This is an optimization exercise on Yosys and OpenROAD, whose aim is small area, not a production implementation. Function was checked by simulation only, so behaviour that the tests miss may differ from the original. Power is estimated from default activity; no workload was simulated.

Design dsp_krnl_load_ctrl, start of the top module:
module dsp_krnl_load_ctrl #(
  parameter int NUM_TILES = 480,
  parameter int KERN_SZ   = 3,
  parameter int IMG_D     = 6,
  parameter int A_W       = 14,
  parameter int M_W       = 18,
  localparam int KRNL_WORDS = dsp_conv_pkg::krnl_words(KERN_SZ, IMG_D),
  localparam int TILE_W     = $clog2(NUM_TILES)
) (
  input  logic                 clk,
  input  logic                 rst,
  input  logic                 ce,
  input  logic                 cmd_valid,
  output logic                 cmd_ready,
  input  logic [TILE_W-1:0]    cmd_tile,
  input  logic                 cmd_bank,
  input  logic                 cmd_swap,
  input  logic                 s_valid,
  output logic                 s_ready,
  input  logic [M_W-1:0]       s_data,
  output logic [A_W-1:0]       krnl_wraddr,
  output logic [M_W-1:0]       krnl_wrdata,
  output logic [NUM_TILES-1:0] krnl_bram1_wren,
  output logic [NUM_TILES-1:0] krnl_bram2_wren,
  output logic [NUM_TILES-1:0] ld_new_kernel,
  output logic                 busy,
  output logic                 done,
  output logic                 cmd_err
);
Size in the first run: about 1,500 I/O pins.
export LEC_CHECK = 0
export CAP_MARGIN = 20
export CORE_AREA = 3 2.72 757 59.84
export CTS_BUF_LIST = sky130_fd_sc_hd__clkbuf_8
export CTS_CLUSTER_DIAMETER = 40
export CTS_CLUSTER_SIZE = 10
export DIE_AREA = 0 0 760 62
export GPL_TIMING_DRIVEN = 0
export PLACE_DENSITY = 0.9
export SLEW_MARGIN = 20
create_clock -name core_clock -period 4.0 [get_ports {clk}]
standard.sh (not shown) runs the stock make flow with config.mk's settings and CLKGATE_MAP_FILE= SYNTH_SCRIPT=/design/flow/synth_recipe.tcl, a recipe that flattens the netlist after the stock synthesis.
==> flow/flow/run.sh <==
#!/bin/bash
# The standard ORFS layout, except that the port buffers are the smallest buffer
# cell instead of the one buffer_ports picks by default.
set -euo pipefail
export BUFFER_PORTS_ARGS="-buffer_cell sky130_fd_sc_hd__buf_1"
bash standard.sh > standard_flow.log 2>&1
The first run stopped in global routing.
==> next run, changes <==
==> flow/flow/run.sh (replaced) <==
#!/bin/bash
# The standard ORFS layout, except that the port buffers are the smallest buffer
# cell instead of the one buffer_ports picks by default, and the pins may sit on
# adjacent routing tracks so that a small die still holds them all.
set -euo pipefail
export BUFFER_PORTS_ARGS="-buffer_cell sky130_fd_sc_hd__buf_1"
export PLACE_PINS_ARGS="-min_distance 1 -min_distance_in_tracks"
bash standard.sh > standard_flow.log 2>&1
Settings changed: CORE_AREA 3 2.72 757 59.84 to 3 2.72 417 59.84, CTS_BUF_LIST sky130_fd_sc_hd__clkbuf_8 to not set, DIE_AREA 0 0 760 62 to 0 0 420 62, GPL_TIMING_DRIVEN 0 to not set, PLACE_DENSITY 0.9 to not set.
This time the run completed without violations.
Synthesized area is unchanged.
Synthesized cell count does not change.
==> next run, changes <==
==> flow/flow/run.sh (replaced) <==
#!/bin/bash
# The standard ORFS layout, except that:
# - the port buffers are the smallest buffer cell instead of the one
#   buffer_ports picks by default;
# - gates off the critical paths are downsized after global routing, and
#   flow/post_grt.tcl then repairs the slew, capacitance and timing limits.
set -euo pipefail
export BUFFER_PORTS_ARGS="-buffer_cell sky130_fd_sc_hd__buf_1"
export POST_GLOBAL_ROUTE_TCL="$PWD/flow/post_grt.tcl"
bash standard.sh RECOVER_POWER=100 finish > standard_flow.log 2>&1
==> flow/flow/post_grt.tcl (new file) <==
# Runs after global routing. Power recovery has downsized the gates that have
# timing slack, which can break the slew and capacitance limits: repair them,
# then any setup violations, legalising and rerouting after each repair.
estimate_parasitics -global_routing
repair_design_helper
global_route -start_incremental
detailed_placement
global_route -end_incremental
estimate_parasitics -global_routing
repair_timing_helper
global_route -start_incremental
detailed_placement
global_route -end_incremental
check_placement -verbose
Settings changed: CORE_AREA 3 2.72 417 59.84 to 3 2.72 757 59.84, CTS_BUF_LIST set to sky130_fd_sc_hd__clkbuf_4 sky130_fd_sc_hd__clkbuf_8, CTS_CLUSTER_DIAMETER 40 to 30, CTS_CLUSTER_SIZE 10 to 6, DIE_AREA 0 0 420 62 to 0 0 760 62, SETUP_SLACK_MARGIN set to 0.1.
The new run passed the timing, design-rule and antenna checks.
Combinational power came out higher by about 6%.
Design area is higher by 1.5%.
Final cell count rises by about 8%.
Worst hold slack improved by 6.0 ps.
Setup slack loses 58 ps.
Power decreases by about 26%.
Clock-buffer cell count does not change.
Area after synthesis stays the same.
Sequential share of layout area stays flat.
Routed wire length rose by 11%.

---

Another version of the RTL of dsp_krnl_load_ctrl (not shown whole).
Size: ~2100 cells after synthesis, about 43 flip-flops, about 9300 um^2 of cells after synthesis.
export LEC_CHECK = 0
export CAP_MARGIN = 20
export CORE_AREA = 3 2.72 697 59.84
export CTS_BUF_LIST = sky130_fd_sc_hd__clkbuf_4 sky130_fd_sc_hd__clkbuf_8
export CTS_CLUSTER_DIAMETER = 30
export CTS_CLUSTER_SIZE = 6
export DIE_AREA = 0 0 700 62
export PLACE_DENSITY = 0.7
export SETUP_SLACK_MARGIN = 0.1
export SLEW_MARGIN = 20
create_clock -name core_clock -period 4.0 [get_ports {clk}]
==> flow/flow/run.sh <==
#!/bin/bash
# The standard ORFS layout, except that:
# - the port buffers are the smallest buffer cell instead of the one
#   buffer_ports picks by default;
# - gates off the critical paths are downsized after global routing, and
#   flow/post_grt.tcl then repairs the slew, capacitance and timing limits.
set -euo pipefail
export BUFFER_PORTS_ARGS="-buffer_cell sky130_fd_sc_hd__buf_1"
export POST_GLOBAL_ROUTE_TCL="$PWD/flow/post_grt.tcl"
bash standard.sh RECOVER_POWER=100 finish > standard_flow.log 2>&1
==> flow/flow/post_grt.tcl <==
# Runs after global routing. Power recovery has downsized the gates that have
# timing slack, which can break the slew and capacitance limits: repair them,
# then any setup violations, legalising and rerouting after each repair.
estimate_parasitics -global_routing
repair_design_helper
global_route -start_incremental
detailed_placement
global_route -end_incremental
estimate_parasitics -global_routing
repair_timing_helper
global_route -start_incremental
detailed_placement
global_route -end_incremental
check_placement -verbose
Then changed:
- CORE_AREA: 3 2.72 697 59.84 -> 3 2.72 757 59.84
- DIE_AREA: 0 0 700 62 -> 0 0 760 62
- PLACE_DENSITY: 0.7 -> not set
- SETUP_SLACK_MARGIN: 0.1 -> 0.05
Final cell count rises by 1.1%.
Non-clock buffer count falls by 2.
Wire length falls by 2.0%.
Via count falls by 3.6%.
Clock-buffer cell count stays the same.
Area after synthesis stays the same.
Clock skew rises by 0.0041 ns.
Global-route usage falls by 2.5 points.
Worst hold slack is worse by 0.0045 ns.
Final area falls by 0.40%.
Die area rises by 8.6%.
Then changed:
--- a/flow/flow/run.sh
+++ b/flow/flow/run.sh
@@ -5,5 +5,7 @@
 # - gates off the critical paths are downsized after global routing, and
-#   flow/post_grt.tcl then repairs the slew, capacitance and timing limits.
+#   flow/post_grt.tcl then repairs the slew, capacitance and timing limits;
+# - pins may sit on adjacent routing tracks, so that a shorter die holds them.
 set -euo pipefail
 export BUFFER_PORTS_ARGS="-buffer_cell sky130_fd_sc_hd__buf_1"
+export PLACE_PINS_ARGS="-min_distance 1 -min_distance_in_tracks"
 export POST_GLOBAL_ROUTE_TCL="$PWD/flow/post_grt.tcl"
- CORE_AREA: 3 2.72 757 59.84 -> 3 2.72 557 59.84
- DIE_AREA: 0 0 760 62 -> 0 0 560 62
- SETUP_SLACK_MARGIN: 0.05 -> 0.15
- via count went up by roughly a tenth
- core utilization went up by 13 points
- flip-flop and latch count does not change
- worst setup slack loses 0.019 ns
- final area went up slightly
- power went up by a little under a tenth
- sequential share of layout area stays flat
- count of clock-buffer cells in the layout went down by 1
- worst hold slack loses 0.013 ns
Then changed:
==> flow/flow/run.sh (replaced) <==
#!/bin/bash
# The standard ORFS layout, except that:
# - the port buffers are the smallest buffer cell instead of the one
#   buffer_ports picks by default;
# - gates off the critical paths are downsized after global routing, and
#   flow/post_grt.tcl then repairs the slew, capacitance and timing limits.
set -euo pipefail
export BUFFER_PORTS_ARGS="-buffer_cell sky130_fd_sc_hd__buf_1"
export POST_GLOBAL_ROUTE_TCL="$PWD/flow/post_grt.tcl"
bash standard.sh RECOVER_POWER=100 finish > standard_flow.log 2>&1
- CORE_AREA: 3 2.72 557 59.84 -> 3 2.72 757 59.84
- DIE_AREA: 0 0 560 62 -> 0 0 760 62
- PLACE_DENSITY: not set -> 0.45
- SETUP_SLACK_MARGIN: 0.15 -> 0.1
The changed run produced a clean layout. Design area goes up by 0.91%. Cell count climbs by about 4.5%. Die area grows by 36%. Setup slack improved by 0.073 ns. Total power went up by about 0.5%. Worst hold slack improved by 0.011 ns. Via count fell by 10%. Sequential share of layout area barely changes. Utilization fell by 12 points. Routed wire length came out lower by 0.66%. Synthesized cell count stays the same.

[separate check: timing with driven ports]
The flow's constraints put no driver on any port. The routed layouts listed below were extracted and timed again, unchanged, in two steps. Step 1 assumes that a clkbuf_16 drives the clock port and a buf_2 every other input. Step 2 also shifts input and output timing later by t, the mid clock arrival at the registers, as if the neighbouring blocks saw the same clock. Three values: no drivers, after step 1, after step 2; two values: the first two.
run | t (ns) | setup WS [ns] | hold slack, ns | worst setup path at the end | slew at the worst register clock pin (ns)
the second run of note 1 | 0.371 | 0.183 / 0.128 / 0.499 | 0.456 / 0.456 / 0.456 | register to output | 0.11 / 0.11
the third run of note 1 | 0.340 | 0.126 / 0.099 / 0.438 | 0.462 / 0.462 / 0.462 | register to output | 0.10 / 0.10
the first run of note 2 | 0.343 | 0.097 / 0.075 / 0.418 | 0.463 / 0.463 / 0.463 | register to output | 0.09 / 0.09
the second run of note 2 | 0.323 | 0.125 / 0.103 / 0.426 | 0.458 / 0.458 / 0.458 | register to output | 0.09 / 0.09
the third run of note 2 | 0.327 | 0.107 / 0.080 / 0.407 | 0.445 / 0.445 / 0.445 | register to output | 0.09 / 0.09
the fourth run of note 2 | 0.341 | 0.180 / 0.150 / 0.491 | 0.456 / 0.456 / 0.456 | register to output | 0.09 / 0.09
After both steps every run listed still meets setup and hold.
